What follows belongs to an exercise in optimizing a design on an open flow for a short achievable clock period and few clock cycles per item; a production flow would make more cautious choices.
In this exercise RTL edits were held to simulation tests only and were not proved equivalent to the original.

[design.v]
module ascon_permutation #(
    parameter int unsigned MAX_ROUNDS = 12
) (
    input  logic         clk,
    input  logic         rst_n,
    input  logic         start,
    input  logic [3:0]   num_rounds,
    input  logic [319:0] state_in,
    output logic [319:0] state_out,
    output logic         busy,
    output logic         done
);
    localparam int unsigned K  = 2;
    localparam int unsigned KO = 1;
    localparam int unsigned NB = 20;
    localparam int unsigned BW = 320 / NB;
    localparam logic [3:0] MaxRounds = 4'(MAX_ROUNDS);
    logic [319:0] state_q, state_d;
    logic [3:0]   round_q, round_d;
    logic [3:0]   rem_q, rem_d;
    logic         busy_q, busy_d;
    logic         done_q, done_d;
    logic         omode_q, omode_d;
    logic [NB-1:0] bsel_q, bsel_d;
    logic [3:0]   n_eff;
    logic [3:0]   r_first;
    logic [3:0]   n_first;
    logic [3:0]   n_last;
    logic [3:0]   n_mid;
    logic [3:0]   n_step;
    logic         accept;
    function automatic logic [63:0] ror64(input logic [63:0] v, input int unsigned n);
        ror64 = (v >> n) | (v << (64 - n));
    endfunction
    function automatic logic [319:0] ascon_round(input logic [319:0] s, input logic [3:0] r);
        logic [63:0] x0, x1, x2, x3, x4;
        logic [63:0] t0, t1, t2, t3, t4;
        logic [7:0]  c;
        x0 = s[319:256];
        x1 = s[255:192];
        x2 = s[191:128];
        x3 = s[127:64];
        x4 = s[63:0];
        c  = {4'hF - r, r};
        x2[7:0] = x2[7:0] ^ c;
        x0 = x0 ^ x4;
        x4 = x4 ^ x3;
        x2 = x2 ^ x1;
        t0 = ~x0 & x1;
        t1 = ~x1 & x2;
        t2 = ~x2 & x3;
        t3 = ~x3 & x4;
        t4 = ~x4 & x0;
        x0 = x0 ^ t1;
        x1 = x1 ^ t2;
        x2 = x2 ^ t3;
        x3 = x3 ^ t4;
        x4 = x4 ^ t0;
        x1 = x1 ^ x0;
        x0 = x0 ^ x4;
        x3 = x3 ^ x2;
        x2 = ~x2;
        x0 = x0 ^ ror64(x0, 19) ^ ror64(x0, 28);
        x1 = x1 ^ ror64(x1, 61) ^ ror64(x1, 39);
        x2 = x2 ^ ror64(x2, 1)  ^ ror64(x2, 6);
        x3 = x3 ^ ror64(x3, 10) ^ ror64(x3, 17);
        x4 = x4 ^ ror64(x4, 7)  ^ ror64(x4, 41);
        ascon_round = {x0, x1, x2, x3, x4};
    endfunction
    assign n_eff   = (num_rounds > MaxRounds) ? MaxRounds : num_rounds;
    assign r_first = MaxRounds - n_eff;
    assign n_last  = (n_eff > 4'(K)) ? 4'(KO) : 4'd0;
    assign n_first = (n_eff - n_last > 4'(K)) ? 4'(K) : n_eff - n_last;
    assign n_mid   = n_eff - n_last - n_first;
    assign accept  = start && !busy_q;
    assign n_step  = (rem_q > 4'(K)) ? 4'(K) : rem_q;
    logic [319:0] ch_tap [K+1];
    logic [3:0]   ch_round;
    logic [3:0]   ch_n;
    logic [319:0] ch_out;
    assign ch_round = busy_q ? round_q : r_first;
    assign ch_n     = busy_q ? n_step : n_first;
    always_comb begin
        for (int j = 0; j < NB; j++)
            ch_tap[0][j*BW +: BW] = bsel_q[j] ? state_q[j*BW +: BW] : state_in[j*BW +: BW];
        for (int k = 1; k <= K; k++)
            ch_tap[k] = ascon_round(ch_tap[k-1], ch_round + 4'(k - 1));
        ch_out = ch_tap[0];
        for (int k = 1; k < K; k++)
            if (ch_n == 4'(k)) ch_out = ch_tap[k];
        if (ch_n >= 4'(K)) ch_out = ch_tap[K];
    end
    logic [319:0] out_tap [KO+1];
    always_comb begin
        out_tap[0] = state_q;
        for (int k = 1; k <= KO; k++)
            out_tap[k] = ascon_round(out_tap[k-1], MaxRounds - 4'(KO) + 4'(k - 1));
    end
    always_ff @(posedge clk or negedge rst_n) begin
        if (!rst_n) begin
            busy_q <= 1'b0;
            done_q <= 1'b0;
            bsel_q <= '0;
        end else begin
            busy_q <= busy_d;
            done_q <= done_d;
            bsel_q <= bsel_d;
        end
    end
    always_comb begin
        for (int j = 0; j < NB; j++) begin
            if (start && !bsel_q[j])
                bsel_d[j] = (n_mid != 4'd0);
            else
                bsel_d[j] = bsel_q[j] && (rem_q > 4'(K));
        end
    end
    always_ff @(posedge clk) begin
        state_q <= state_d;
        round_q <= round_d;
        rem_q   <= rem_d;
        omode_q <= omode_d;
    end
    always_comb begin
        state_d = state_q;
        round_d = round_q;
        rem_d   = rem_q;
        omode_d = omode_q;
        busy_d  = 1'b0;
        done_d  = 1'b0;
        if (accept) begin
            state_d = ch_out;
            round_d = r_first + n_first;
            rem_d   = n_mid;
            omode_d = (n_last != 4'd0);
            busy_d  = (n_mid != 4'd0);
            done_d  = (n_mid == 4'd0);
        end else if (busy_q) begin
            state_d = ch_out;
            round_d = round_q + n_step;
            rem_d   = rem_q - n_step;
            busy_d  = (rem_q > 4'(K));
            done_d  = (rem_q <= 4'(K));
        end
    end
    assign state_out = omode_q ? out_tap[KO] : state_q;
    assign busy      = busy_q;
    assign done      = done_q;
endmodule
[flow/run.sh]
#!/bin/bash
# Layout flow: the standard layout (standard.sh) with two changes:
#  * Yosys's half/full adder extraction is off (ADDER_MAP_FILE empty): the
#    design has no arithmetic, and extracted half adders only slow the
#    XOR/AND logic of the rounds. Registers are as in the standard synthesis.
#  * every input and output port still gets its buffer, but a plain buf_4
#    rather than the slow delay cell the default choice lands on.
set -uo pipefail
export ADDER_MAP_FILE=
export BUFFER_PORTS_ARGS="-buffer_cell sky130_fd_sc_hd__buf_4"
bash standard.sh finish > standard_flow.log 2>&1
status=$?
tail -n 40 standard_flow.log
exit $status
[standard.sh]
#!/bin/bash
# synth_recipe.tcl (not shown) runs the flow's synth.tcl, then flattens the netlist and writes it again
# the make line also repeats each setting of config.mk as NAME=value (left out here)
make -C /OpenROAD-flow-scripts/flow DESIGN_CONFIG=/design/flow/config.mk WORK_HOME=/design/flow/orfs CLKGATE_MAP_FILE= SYNTH_SCRIPT=/design/flow/synth_recipe.tcl "${@:-finish}"
[config.mk]
export PLATFORM = sky130hd
export DESIGN_NAME = ascon_permutation
export DESIGN_NICKNAME = ascon_permutation
export VERILOG_FILES = /design/flow/design.v
export SDC_FILE = /design/flow/constraint.sdc
export NUM_CORES = 4
export LEC_CHECK = 0
export CAP_MARGIN = 20
export CORE_MARGIN = 2
export CORE_UTILIZATION = 30
export SLEW_MARGIN = 20
[constraint.sdc]
create_clock -name core_clock -period 5.5 [get_ports {clk}]
set_input_delay 1.1000 -clock core_clock [delete_from_list [all_inputs] [get_ports {clk}]]
set_output_delay 1.1000 -clock core_clock [all_outputs]
set_load 0.01 [all_outputs]
==> reports/metrics.cfg, run 1 <==
[critical_path]
cp-end-kind = register
worst_setup_path_start_kind = register
critical_path_class = register to register
r2r_setup_slack_ns = -0.07
cp.arrival_ns = 6.02
cp.required_ns = 5.95
cp_max_fo = 10

[global_route]
grt_pass1_wl_mm = 783
grt_overflow = 0
grt_usage = 0.522
first_global_vias = 69287
antenna_found_initial = 57
grt_max_degree = 109

[placed_design]
place_area_sq_um = 93000
hpwl_mm = 549
portBuffers = 648
post-place-ws_ns = -0.212
dp_cells = 13013
place.gp.congestion = 1.12

[drt]
drc_errors = 0
drt-initial-drc-count = 12451
vias = 76187
drt_wl_total_mm = 635
post_drt_wl_per_cell_um = 48.3
first_pass_iters = 6
antenna_left = 0
vias_per_cell = 5.79

[job]
drv_cap = 0

[synthesis]
yosysSeqAreaShare = 0.150
ys_top_cells_by_count = xnor2_1, xor2_1, nor2_1
synth-edff-count = 329
syn_area_per_cell_sq_um = 8.72
synth_flop_cell = edfxtp_1
yosysMostFrequentCell = xnor2_1
synth_nets = 8278
syn_area_sq_um = 69300
async_reset_ff_frac = 0.0627
netlist.area_leader.share = 0.276
ys_warn_count = 3
netlist_instances = 7951
synth_cell_type_count = 70
synthTopCellsByArea = xnor2_1, edfxtp_1, xor2_1
synth_top_area_cell = xnor2_1
synth-seq-cells = 351

[clocking]
clk_path_buf_depth = 3
cts.sinks = 351
postCtsHoldBufs = 0
cts_buffers = 55
cts_resized = 0
cts_tree = done
cts_setup_buffers = 0
root_buffer = clkbuf_16
clk_pin_slew_worst_paths_ns = 0.07
htree_levels = 2
clkLatencyLatePin_ns = 0.75

[die]
initial_core_util = 0.302
io_pins = 649
coreArea_sq_um = 230000
dieArea_sq_um = 235000
placementRows = 176
fp.dieH_um = 485
fp.dieW_um = 485

[sta]
slew_viol_final = 0
setup_ws_ns = -0.0744
hold_viol = 0
rsz0062_at_grt = no
worst_slew_pin_slew_ns = 1.26
setup_viol = 1
max_freq_mhz = 179
finClkSkew_ns = 0.0402
maxSlewHeadroom = 0.156
period_share = 1.01
finalCriticalPeriod_ns = 5.57

[outcome]
so.violations = setup timing
status = failed layout checks

[layout]
final_nets = 10372
finalInstanceArea_sq_um = 95200
n_fill_cell = 23486
layoutNonFillerInstCount = 13148
area_growth_syn_to_layout_pct = 37.3
fin_util = 0.414
drive_gt1_frac = 0.326

[worst_hold_path]
min_path_type = input pin to async pin

[final cells by class]
class,count,area (sq um),area share
clock buffer,62,1480,0.0155
tap,3026,3790,0.0398
timing repair buffer,2535,20900,0.219
clock inverter,41,470,0.00494
multi-input combinational,7045,57900,0.608
inverter,57,214,0.00225
sequential,351,10400,0.110
antenna,31,77.6,0.000815
[sequential cells by signal, indices dropped and copies added (netlist names)]
register	count
bsel_q	20
omode_q	1
rem_q	4
state_q	320
round_q	4
done_q	1
busy_q	1
[cells in the final DEF, fill, tap and decap left out, types with 215 or more instances in the layout]
| cell type | n |
|---|---|
| a21oi_1 | 375 |
| buf_4 | 2388 |
| edfxtp_1 | 329 |
| mux2i_1 | 457 |
| nand2_1 | 429 |
| nor2_1 | 647 |
| nor3_1 | 215 |
| o21ai_0 | 316 |
| xnor2_1 | 2057 |
| xnor2_2 | 246 |
| xor2_1 | 876 |
[routing by layer]
metal,track usage,share of wire
met1,0.638,0.38
met2,0.705,0.38
met3,0.174,0.12
met4,0.508,0.12
met5,0,0.00023
[kinds of logic after synthesis]
| group | synth area share |
|---|---|
| flip-flops | 0.150 |
| multiplexers | 0.121 |
| AND/OR/NAND/NOR | 0.120 |
| AO/OA/AOI/OAI | 0.0873 |
| XOR/XNOR | 0.487 |
| adder cells (fa/ha/maj) | 0.000144 |
| buffers and inverters | 0.0340 |
[path summary, 6_finish.rpt]
path | start | end | cells past startpoint
setup / recovery | bsel_q[14]$_DFF_PN0_ | state_q[43]$_DFFE_PP_ | 17
hold / removal | rst_n | busy_q$_DFF_PN0_ | 1
setup reg to reg | bsel_q[14]$_DFF_PN0_ | state_q[43]$_DFFE_PP_ | 17
hold reg to reg | bsel_q[0]$_DFF_PN0_ | bsel_q[0]$_DFF_PN0_ | 1
max in group asynchronous | rst_n | bsel_q[1]$_DFF_PN0_ | 1
min in group core_clock | bsel_q[0]$_DFF_PN0_ | bsel_q[0]$_DFF_PN0_ | 1
[worst max-delay path, cell delays in order, from the launching register on]
cell and delay (ns):
dfrtp_1 0.35, buf_4 0.35, buf_4 0.25, mux2i_1 0.20, buf_4 0.19, mux2i_1 0.10
xnor2_1 0.85, buf_4 0.32, xor2_1 0.10, xnor2_1 0.68, buf_4 0.28, mux2i_1 0.09
xor2_1 0.15, buf_4 0.22, xnor2_1 0.62, xnor2_1 0.21, buf_4 0.18, o21ai_0 0.07
[through the flow]
step                      hold WS, ns  setup TNS (ns)
after global placement          0.541           -3.82
after CTS                       0.468               0
final                           0.448         -0.0744
after floorplan                 0.578               0
after global routing            0.447               0
after detailed placement        0.598          -0.212
Testbench counts, summed over its fixed seeds: cycles 14,083, items 3,200.
==> run 2, diff against run 1 <==
--- a/design.v
+++ b/design.v
@@ -35,14 +35,16 @@
     function automatic logic [319:0] ascon_round(input logic [319:0] s, input logic [3:0] r);
         logic [63:0] x0, x1, x2, x3, x4;
         logic [63:0] t0, t1, t2, t3, t4;
-        logic [7:0]  c;
+        logic [63:0] c;
+        logic [63:0] i1, i3;
+        c  = {56'd0, 4'hF - r, r};
         x0 = s[319:256];
         x1 = s[255:192];
         x2 = s[191:128];
         x3 = s[127:64];
         x4 = s[63:0];
-        c  = {4'hF - r, r};
-        x2[7:0] = x2[7:0] ^ c;
+        i1 = x1;
+        i3 = x3;
         x0 = x0 ^ x4;
         x4 = x4 ^ x3;
         x2 = x2 ^ x1;
@@ -60,6 +62,10 @@
         x0 = x0 ^ x4;
         x3 = x3 ^ x2;
         x2 = ~x2;
+        x0 = x0 ^ (c & ~i1);
+        x1 = x1 ^ (c & ~(i1 ^ i3));
+        x2 = x2 ^ c;
+        x3 = x3 ^ c;
         x0 = x0 ^ ror64(x0, 19) ^ ror64(x0, 28);
         x1 = x1 ^ ror64(x1, 61) ^ ror64(x1, 39);
         x2 = x2 ^ ror64(x2, 1)  ^ ror64(x2, 6);
--- a/config.mk
+++ b/config.mk
@@ -8,4 +8,5 @@
 export CAP_MARGIN = 20
 export CORE_MARGIN = 2
 export CORE_UTILIZATION = 30
+export SETUP_SLACK_MARGIN = 0.5
 export SLEW_MARGIN = 20
==> reports/metrics.cfg, run 2 <==
[drt]
first_pass_iters = 6  ; unchanged
drt_wl_total_mm = 638  ; +0.36%
vias = 76710  ; +0.69%
drt-initial-drc-count = 12828  ; +3.0%
post_drt_wl_per_cell_um = 48.2  ; -0.23%
antenna_left = 0  ; unchanged
vias_per_cell = 5.80  ; about the same
drc_errors = 0  ; unchanged

[synthesis]
synth_top_family_by_area = XOR/XNOR gates
synth-seq-cells = 351  ; unchanged
synthAdderAreaFrac = 0.000288  ; +0.000144
syn_area_sq_um = 69500  ; +0.21%
synth-edff-count = 329  ; unchanged
netlist.area_leader.share = 0.276  ; +0.000685
muxShareOfSynthArea = 0.124  ; +0.00308
async_reset_ff_frac = 0.0627  ; unchanged
synth_nets = 8283  ; +0.060%
synth_cell_type_count = 69  ; -1.4%
synth_flop_cell = edfxtp_1
netlist_instances = 7956  ; +0.063%
yosys.area_share.xor_xnor = 0.486  ; -0.000819
yosysMostFrequentCell = xnor2_1
ys_top_cells_by_count = xnor2_1, xor2_1, nor2_1
syn_area_per_cell_sq_um = 8.73  ; +0.15%
yosysSeqAreaShare = 0.150  ; -0.000314
synth_compound_area_frac = 0.0860  ; -0.00132
ys_warn_count = 3  ; unchanged
synth_simple_gate_area_share = 0.119  ; -0.000520
synth_top_area_cell = xnor2_1
synthTopCellsByArea = xnor2_1, edfxtp_1, xor2_1

[placed_design]
place.gp.congestion = 1.14  ; +1.8%
hpwl_mm = 552  ; +0.59%
place_area_sq_um = 93800  ; +0.77%
portBuffers = 648  ; unchanged

[clocking]
cts_tree = done
cts.sinks = 351  ; unchanged
clkLatencyLatePin_ns = 0.75  ; about the same
postCtsHoldBufs = 0  ; unchanged
clk_pin_slew_worst_paths_ns = 0.07  ; about the same
root_buffer = clkbuf_16
cts_buffers = 53  ; -3.6%
htree_levels = 2  ; unchanged
clk_path_buf_depth = 3  ; unchanged

[layout]
largest_reg_flops = 320  ; unchanged
area_growth_syn_to_layout_pct = 38.7
final_nets = 10451  ; +0.76%
regMostFlops = state_q
n_fill_cell = 23273  ; -0.91%
layout_common_cells = buf_4, xnor2_1, xor2_1
drive_gt1_frac = 0.333  ; +0.00753
finalInstanceArea_sq_um = 96300  ; +1.2%
final_common_cell = buf_4
fin_util = 0.419  ; +0.00460
largestRegisters = state_q x320, bsel_q x20

[sta]
finClkSkew_ns = 0.0299  ; -0.0103 ns
worst_slew_pin_slew_ns = 1.42  ; +0.165 ns
maxSlewHeadroom = 0.0433  ; -0.112
slew_viol_final = 0  ; unchanged
max_freq_mhz = 192  ; +6.8%
finalCriticalPeriod_ns = 5.22  ; -0.357 ns
fin_setup_tns_ns = 0  ; +0.0744 ns
rsz0062_at_grt = yes
setup_viol = 0  ; -1
hold_viol = 0  ; unchanged
period_share = 0.949  ; -0.0650

[global_route]
grt_overflow = 0  ; unchanged
grt_max_degree = 169  ; +55%
grt_pass1_wl_mm = 787  ; +0.48%
antenna_found_initial = 57  ; unchanged
grt_usage = 0.523  ; +0.00133
first_global_vias = 69832  ; +0.79%

[die]
io_pins = 649  ; unchanged
initial_core_util = 0.302  ; +0.000342
dieArea_sq_um = 235000  ; +0.21%
fp.dieH_um = 485  ; +0.10%
fp.dieW_um = 485  ; +0.10%
placementRows = 176  ; unchanged
coreArea_sq_um = 230000  ; about the same

[critical_path]
path_buf_inv = 2  ; -5
critPathTopFamily = XOR/XNOR gates
slowest_delay_ns = 1.00  ; +0.15 ns
critical_path_class = register to output port
cp-startpoint = state_q[251]$_DFFE_PP_
path_cells = buf_4 -> o21ai_0 -> xnor2_2 -> xnor2_1 -> a21oi_1 -> buf_4
worst_setup_path_start_kind = register
reg2reg_from = state_q[215]$_DFFE_PP_
cpMaxStageDelayCell = xnor2_2
cp.required_ns = 4.40  ; -1.55 ns
cp-end-kind = output port
cp_max_fo = 9  ; -1
cpMostUsedCell = buf_4
cp.arrival_ns = 4.12  ; -1.90 ns

[outcome]
status = complete, no violations

[job]
drv_cap = 0  ; unchanged

[worst_hold_path]
min_path_type = input pin to async pin

run 2: per-stage QoR:
step	instances	hold WS (ns)	setup WS, ns
floorplan	7956	0.628	1.18
finish	13226	0.489	0.283
CTS	13183	0.473	0.305
global placement	13079	0.603	-0.908
global route	13201	0.486	0.495
detailed placement	13081	0.615	-0.277
run 2: kinds of logic after synthesis:
kind of cell               count (synthesis)
AOI/OAI and AO/OA                       1037
xor gates and xnor gates                3430
adders and majority gates                  2
buffers and inverters                    557
DFF                                      351
muxes                                    769
and+or+nand+nor                         1810
run 2: path summary, 6_finish.rpt:
| check | endpoint | slack [ns] | cells after the start |
|---|---|---|---|
| worst min register to register | bsel_q[13]$_DFF_PN0_ | 0.62 | 1 |
| worst min-delay path | bsel_q[3]$_DFF_PN0_ | 0.49 | 1 |
| max in group asynchronous | bsel_q[14]$_DFF_PN0_ | 4.24 | 1 |
| worst max register to register | state_q[127]$_DFFE_PP_ | 0.35 | 15 |
| worst max-delay path | state_out[18] | 0.28 | 6 |
| min in group core_clock | bsel_q[13]$_DFF_PN0_ | 0.62 | 1 |
run 2: timing repair:
action,in CTS,in global routing
endpoints found under the setup margin,21,34
resized for setup,19,27
gates cloned,0,0
pin swaps,0,1
buffers inserted,2,10
run 2: area by class of cell:
cell class	instances	area, sq um	area share
Multi-Input combinational cell	7048	58300	0.605
Timing Repair Buffer	2609	21600	0.224
Antenna cell	31	77.6	0.000805
Tap cell	3026	3790	0.0393
Sequential cell	351	10400	0.108
Clock inverter	29	448	0.00465
Inverter	61	229	0.00238
Clock buffer	71	1470	0.0152
run 2: metal layers:
metal  track usage  routed length (um)
met1         0.642              240000
met5             0                  77
met4         0.528               80600
met2         0.690              237000
met3         0.180               79300
Testbench counts of run 2, summed over its fixed seeds: cycles 14,083, items 3,200.

## separate check: timing with driven ports
No port has a modelled driver above. Below, the same layouts with a new extraction and two added sets of constraints.
Step 1 (the two cells are an assumption about what drives the block):
set clk [get_ports {clk}]
set_driving_cell -lib_cell sky130_fd_sc_hd__clkbuf_16 $clk
set_driving_cell -lib_cell sky130_fd_sc_hd__buf_2 [delete_from_list [all_inputs] $clk]
Step 2 adds t to the input delays and takes it off the output delays; t is the mean of the earliest and latest rising clock arrival at the registers after step 1. Input paths then give back, and output paths get back, about the clock's delay inside the block.
a / b / c = ideal ports / drivers / drivers and shift; a / b = the first two.
| run | t (ns) | setup WS [ns] | worst hold slack (ns) | worst register clock-pin slew, ns | pins driven straight from the clock port |
|---|---|---|---|---|---|
| run 1 | 0.810 | -0.074 / -0.074 / -0.310 | 0.448 / 0.393 / 0.592 | 0.08 / 0.08 | 1 |
| run 2 | 0.822 | 0.283 / 0.197 / -0.063 | 0.489 / 0.427 / 0.625 | 0.08 / 0.08 | 1 |
With both steps, setup timing fails in run 2, where it was met with ideal ports. The setup slack of run 2, which loses most, moves by -0.086 ns with the drivers and by -0.346 ns with both steps.
